This is an optimization exercise on Yosys and OpenROAD, whose aim is small area, a short achievable clock period and few clock cycles per item, not a production implementation. Only simulation tests tie the RTL to the original design; equivalence was not proved.

==> v36: inputs <==
==> flow/design.v (excerpt) <==
module alu_arbiter
#(
    parameter int unsigned WORDSIZE      = 32,
    parameter int unsigned SEL_LINE_SIZE = 4,
    parameter int unsigned NUM_REQ       = 4
) (
    input  logic                              clk,
    input  logic                              rst_n,
    input  logic [NUM_REQ-1:0]                req_valid,
    output logic [NUM_REQ-1:0]                req_ready,
    input  logic [NUM_REQ*WORDSIZE-1:0]       req_a,
    input  logic [NUM_REQ*WORDSIZE-1:0]       req_b,
    input  logic [NUM_REQ*SEL_LINE_SIZE-1:0]  req_sel,
    output logic [NUM_REQ-1:0]                rsp_valid,
    input  logic [NUM_REQ-1:0]                rsp_ready,
    output logic [WORDSIZE-1:0]               rsp_result,
    output logic                              rsp_carry,
    output logic                              busy
);
==> flow/config.mk <==
export PLATFORM = sky130hd
export DESIGN_NAME = alu_arbiter
export DESIGN_NICKNAME = alu_arbiter
export VERILOG_FILES = /design/flow/design.v
export SDC_FILE = /design/flow/constraint.sdc
export NUM_CORES = 4
export LEC_CHECK = 0
export ABC_AREA = 1
export CAP_MARGIN = 20
export CORE_MARGIN = 2
export CORE_UTILIZATION = 40
export SLEW_MARGIN = 20
==> flow/constraint.sdc <==
create_clock -name core_clock -period 70.0 [get_ports {clk}]
set_input_delay 14.0000 -clock core_clock [delete_from_list [all_inputs] [get_ports {clk}]]
set_output_delay 14.0000 -clock core_clock [all_outputs]
set_load 0.01 [all_outputs]
standard.sh (not shown) runs the stock make flow with config.mk's settings and CLKGATE_MAP_FILE= SYNTH_SCRIPT=/design/flow/synth_recipe.tcl, a recipe that flattens the netlist after the stock synthesis.
==> flow/flow/run.sh <==
#!/bin/bash
# Layout flow: the standard layout (standard.sh), with the port buffers
# that global placement inserts made sky130_fd_sc_hd__buf_1 instead of the
# cell the resizer picks by default. Everything else is the standard flow.
set -euo pipefail
export BUFFER_PORTS_ARGS="-buffer_cell sky130_fd_sc_hd__buf_1"
bash standard.sh > standard.log 2>&1
==> v28: changes against v36 <==
--- a/flow/design.v
+++ b/flow/design.v
@@ -105,13 +105,13 @@
     input  logic [W-1:0] b,
     output logic [W-1:0] res,
     output logic         done
 );
     localparam int unsigned NN = W / 4;           
     localparam int unsigned JW = $clog2(NN);      
-    localparam int unsigned CW = $clog2(W / K + 1);
+    localparam int unsigned CW = $clog2(W / K);
     localparam int unsigned N  = W + 1;
     localparam int unsigned LN = $clog2(N);
     function automatic logic [N:0] bk_add(input logic [N-1:0] x, input logic [N-1:0] y,
                                           input logic c);
         logic [N-1:0] p, g, gg, pp;
         p     = x ^ y;
@@ -144,56 +144,58 @@
             if (!stop && v[4*i +: 4] == 4'd0) lzn = lzn + 1'b1;
             else stop = 1'b1;
         end
     endfunction
     logic [JW:0]   na, nb;
     logic [JW-1:0] j;
-    logic          swap;
-    logic [W-1:0]  src, x_ld;
+    logic [W-1:0]  src;
     logic [2*W-1:0] sh;
     always_comb begin
-        na   = lzn(a);
-        nb   = lzn(b);
-        swap = !div && (na > nb);
+        na = lzn(a);
+        nb = lzn(b);
         if (div) begin
             if (nb == (JW+1)'(NN))   j = '0;
             else if (na >= nb)       j = JW'(NN - 1);
             else if (nb - na >= (JW+1)'(NN - 1)) j = '0;
             else                     j = JW'((JW+1)'(NN - 1) - nb + na);
-        end else if (swap) begin
-            j = (na >= (JW+1)'(NN - 1)) ? JW'(NN - 1) : JW'(na);
         end else begin
             j = (nb >= (JW+1)'(NN - 1)) ? JW'(NN - 1) : JW'(nb);
         end
-        src  = (div || swap) ? a : b;
-        x_ld = div ? ~b : (swap ? b : a);
-        sh   = {{W{1'b0}}, src} << {j, 2'b00};
+        src = div ? a : b;
+        sh  = {{W{1'b0}}, src} << {j, 2'b00};
     end
+    logic          dv, skip;
+    logic [W-1:0]  x_i;
     logic [W-1:0]  r_s [K+1];
     logic [W-1:0]  q_s [K+1];
-    assign r_s[0] = r_q;
-    assign q_s[0] = q_q;
+    assign dv     = ld ? div : div_q;
+    assign x_i    = ld ? (div ? ~b : a) : x_q;
+    assign r_s[0] = ld ? '0  : r_q;
+    assign q_s[0] = ld ? src : q_q;
+    assign skip   = (j > JW'(K / 4));
     for (genvar s = 0; s < K; s++) begin : g_step
         logic [W:0] t, bb, sm;
         logic       co;
-        assign t  = {r_s[s], div_q & q_s[s][W-1]};
-        assign bb = {div_q, (div_q | q_s[s][W-1]) ? x_q : {W{1'b0}}};
-        assign {co, sm} = bk_add(t, bb, div_q);
-        assign r_s[s+1] = (div_q && !co) ? t[W-1:0] : sm[W-1:0];
-        assign q_s[s+1] = {q_s[s][W-2:0], div_q & co};
+        assign t  = {r_s[s], dv & q_s[s][W-1]};
+        assign bb = {dv, (dv | q_s[s][W-1]) ? x_i : {W{1'b0}}};
+        assign {co, sm} = bk_add(t, bb, dv);
+        assign r_s[s+1] = (dv && !co) ? t[W-1:0] : sm[W-1:0];
+        assign q_s[s+1] = {q_s[s][W-2:0], dv & co};
     end
-    logic run, keep;
-    assign run  = !ld && (cnt_q != '0);
-    assign keep = !ld && (cnt_q == '0);
     always_ff @(posedge clk) begin
-        r_q <= (sh[2*W-1:W] & {W{ld}}) | (r_s[K] & {W{run}}) | (r_q & {W{keep}});
-        q_q <= (sh[W-1:0]   & {W{ld}}) | (q_s[K] & {W{run}}) | (q_q & {W{keep}});
-        x_q <= (x_ld & {W{ld}}) | (x_q & {W{!ld}});
+        if (ld && skip) begin
+            r_q <= sh[2*W-1:W];
+            q_q <= sh[W-1:0];
+        end else if (ld || cnt_q != '0) begin
+            r_q <= r_s[K];
+            q_q <= q_s[K];
+        end
         if (ld) begin
             div_q <= div;
-            cnt_q <= CW'(W / K) - CW'(j);
+            x_q   <= x_i;
+            cnt_q <= skip ? CW'(W / K) - CW'(j) : CW'((W / K) - 1);
         end else if (cnt_q != '0) begin
             cnt_q <= cnt_q - 1'b1;
         end
     end
     assign done = (cnt_q == '0);
     assign res  = div_q ? q_q : r_q;
@@ -258,24 +260,26 @@
             if (!got && pref[j]) begin
                 got     = 1'b1;
                 pick[j] = 1'b1;
             end
         end
     endfunction
-    logic [NR-1:0] pk [4];
     always_comb begin
-        for (int c = 0; c < 4; c++)      
-            pk[c] = pick(~(lng_n[c[1]*NR +: NR] | (c[0] ? rdy_q : '0)));
         for (int c = 0; c < 8; c++) begin
-            logic l, a, t, blk;
-            l   = c[2];
-            a   = c[1] && !hold[l];
-            t   = c[0];
-            if (hold[l]) blk = s_long ? u_occ_n[l] : k_v_n[l];
-            else         blk = a && (t ? u_occ_n[l] : k_v_n[l]);
-            rdy_n[c*NR +: NR] = blk ? '0 : pk[{l, a && t}];
+            logic          l, a, t, sv, nl;
+            logic [NR-1:0] lg, elig;
+            l  = c[2];
+            a  = c[1] && !hold[l];
+            t  = c[0];
+            sv = hold[l] || a;
+            nl = hold[l] ? s_long : t;
+            lg = lng_n[l*NR +: NR] | ((a && t) ? rdy_q : '0);
+            elig = ~lg;
+            if (sv && !nl && k_v_n[l]) elig = '0;
+            if (sv && nl && u_occ_n[l]) elig = '0;
+            rdy_n[c*NR +: NR] = pick(elig);
         end
     end
 endmodule
 module alu_arbiter
 #(
     parameter int unsigned WORDSIZE      = 32,
@@ -300,13 +304,12 @@
     localparam int unsigned NR    = NUM_REQ;
     localparam int unsigned IDX_W = (NR > 1) ? $clog2(NR) : 1;
     logic [NR-1:0]    rdy_q;      
     logic [NR-1:0]    lng_q;      
     logic             busy_q;
     logic [NR-1:0]    valid_q;    
-    logic [NR-1:0]    msel_q;     
     logic [W-1:0]     s_a, s_b;   
     logic [SW-1:0]    s_sel;
     logic [IDX_W-1:0] s_own;
     logic             s_v;
     logic [W-1:0]     r_res;      
     logic             r_c;
@@ -323,13 +326,13 @@
     always_comb begin
         in_a   = '0;
         in_b   = '0;
         in_sel = '0;
         in_own = '0;
         for (int unsigned i = 0; i < NR; i++) begin
-            if (msel_q[i]) begin
+            if (rdy_q[i]) begin
                 in_a   = in_a   | req_a[i*W +: W];
                 in_b   = in_b   | req_b[i*W +: W];
                 in_sel = in_sel | req_sel[i*SW +: SW];
                 in_own = in_own | IDX_W'(i);
             end
         end
@@ -377,51 +380,54 @@
         r_vld_n = L ? (r_take[1] ? r_own_oh : '0) : r_vld;
         lng_n   = (L ? lng_t[NR +: NR] : lng_t[0 +: NR]) | ((A && T) ? rdy_q : '0);
     end
     always_ff @(posedge clk) begin
         if (!rst_n) begin
             rdy_q   <= NR'(1);
-            msel_q  <= NR'(1);
             valid_q <= '0;
             lng_q   <= '0;
             busy_q  <= 1'b0;
             s_v     <= 1'b0;
             k_v     <= 1'b0;
             r_vld   <= '0;
             u_occ   <= 1'b0;
         end else begin
             rdy_q   <= rdy_t[{L, A, T}*NR +: NR];
-            if (|rdy_t[{L, A, T}*NR +: NR]) msel_q <= rdy_t[{L, A, T}*NR +: NR];
             valid_q <= req_valid;
             lng_q   <= lng_n;
             busy_q  <= s_v_n || k_v_n || (|r_vld_n) || u_occ_n;
             s_v     <= s_v_n;
             k_v     <= k_v_n;
             r_vld   <= r_vld_n;
             u_occ   <= u_occ_n;
         end
     end
-    logic s_keep;
-    assign s_keep = ~(|rdy_q);
-    always_ff @(posedge clk) begin
-        s_a   <= (in_a   & {W{!s_keep}})     | (s_a   & {W{s_keep}});
-        s_b   <= (in_b   & {W{!s_keep}})     | (s_b   & {W{s_keep}});
-        s_sel <= (in_sel & {SW{!s_keep}})    | (s_sel & {SW{s_keep}});
-        s_own <= (in_own & {IDX_W{!s_keep}}) | (s_own & {IDX_W{s_keep}});
-    end
-    logic k_keep, r_k, r_u, r_a;
-    assign k_keep = k_v && !L;
-    assign r_k = L && k_v;
-    assign r_u = L && !k_v && u_occ && u_done;
-    assign r_a = L && !k_v && !(u_occ && u_done);
     always_ff @(posedge clk) begin
-        k_res <= (alu_res & {W{!k_keep}}) | (k_res & {W{k_keep}});
-        k_c   <= (alu_c && !k_keep) || (k_c && k_keep);
-        k_own <= (s_own & {IDX_W{!k_keep}}) | (k_own & {IDX_W{k_keep}});
-        r_res <= (k_res & {W{r_k}}) | (u_res & {W{r_u}}) | (alu_res & {W{r_a}}) | (r_res & {W{!L}});
-        r_c   <= (k_c && r_k) || (alu_c && r_a) || (r_c && !L);
+        if (|rdy_q) begin
+            s_a   <= in_a;
+            s_b   <= in_b;
+            s_sel <= in_sel;
+            s_own <= in_own;
+        end
+        if (!k_v || L) begin
+            k_res <= alu_res;
+            k_c   <= alu_c;
+            k_own <= s_own;
+        end
+        if (L) begin
+            if (k_v) begin
+                r_res <= k_res;
+                r_c   <= k_c;
+            end else if (u_occ && u_done) begin
+                r_res <= u_res;
+                r_c   <= 1'b0;
+            end else begin
+                r_res <= alu_res;
+                r_c   <= alu_c;
+            end
+        end
         if (u_ld) u_own <= s_own;
     end
     assign req_ready  = rdy_q;
     assign rsp_valid  = r_vld;
     assign rsp_result = r_res;
     assign rsp_carry  = r_c;
==> flow/run.sh (new file) <==
#!/bin/bash
# synth_recipe.tcl (not shown) runs the flow's synth.tcl, then flattens the netlist and writes it again
# the make line also repeats each setting of config.mk as NAME=value (left out here)
make -C /OpenROAD-flow-scripts/flow DESIGN_CONFIG=/design/flow/config.mk WORK_HOME=/design/flow/orfs CLKGATE_MAP_FILE= SYNTH_SCRIPT=/design/flow/synth_recipe.tcl finish
- ABC_AREA: 1 -> unset
removed: flow/flow/run.sh
removed: flow/standard.sh
==> flow_summary.ini <==
[outcome]
status = complete, no violations

[yosys]
ys_seq_area_frac = 0.254

[floorplan]
initial_utilization = 0.404

[critical_path]
cp.buffers_inverters = 6
worstPathCellList = buf_1 > o22ai_1 > nor2_1 > inv_1 > buf_4 > nor2_2 > buf_4 > a21oi_1 > inv_1 > o2111ai_1 > o41ai_1 > inv_1
(the above is from v36)
==> flow_summary.ini <==
[outcome]
status = complete, no violations

[yosys]
ys_seq_area_frac = 0.265
yosys_warnings = 6

[critical_path]
cp.buffers_inverters = 5

[route]
met3_wirelength_um = 7670

[hold_path]
hold_path.class = reg -> reg

[clock_tree]
cts_tree = built
(the above is from v28)
Testbench counts of v36, summed over its fixed seeds: cycles 2,683, items 2,048.
Testbench counts of v28, summed over its fixed seeds: cycles 2,667, items 2,048.

port drivers added, routing unchanged:
No port has a modelled driver above. Below, the same layouts with a new extraction and two added sets of constraints. Step 1 sets driving cells, clkbuf_16 on the clock port and buf_2 on the other inputs (assumed; they add their load-dependent delay and slew). Step 2 times the ports against the registers' clock, not the clock port: input delays grow and output delays shrink by t, the midpoint of the rising clock arrivals with the driver on. a / b / c = ideal ports / drivers / drivers and shift; a / b = the first two.
run | t (ns) | setup slack, ns | hold slack, ns | latest minus earliest clock arrival (ns)
v36 | 0.623 | 54.205 / 54.240 / 53.617 | 0.459 / 0.459 / 0.459 | 0.028 / 0.028
v28 | 0.648 | 52.828 / 52.828 / 52.828 | 0.490 / 0.490 / 0.490 | 0.015 / 0.014
After both steps every run listed still meets setup and hold. The setup slack of v36, which loses most, moves by +0.035 ns with the drivers and by -0.588 ns with both steps.
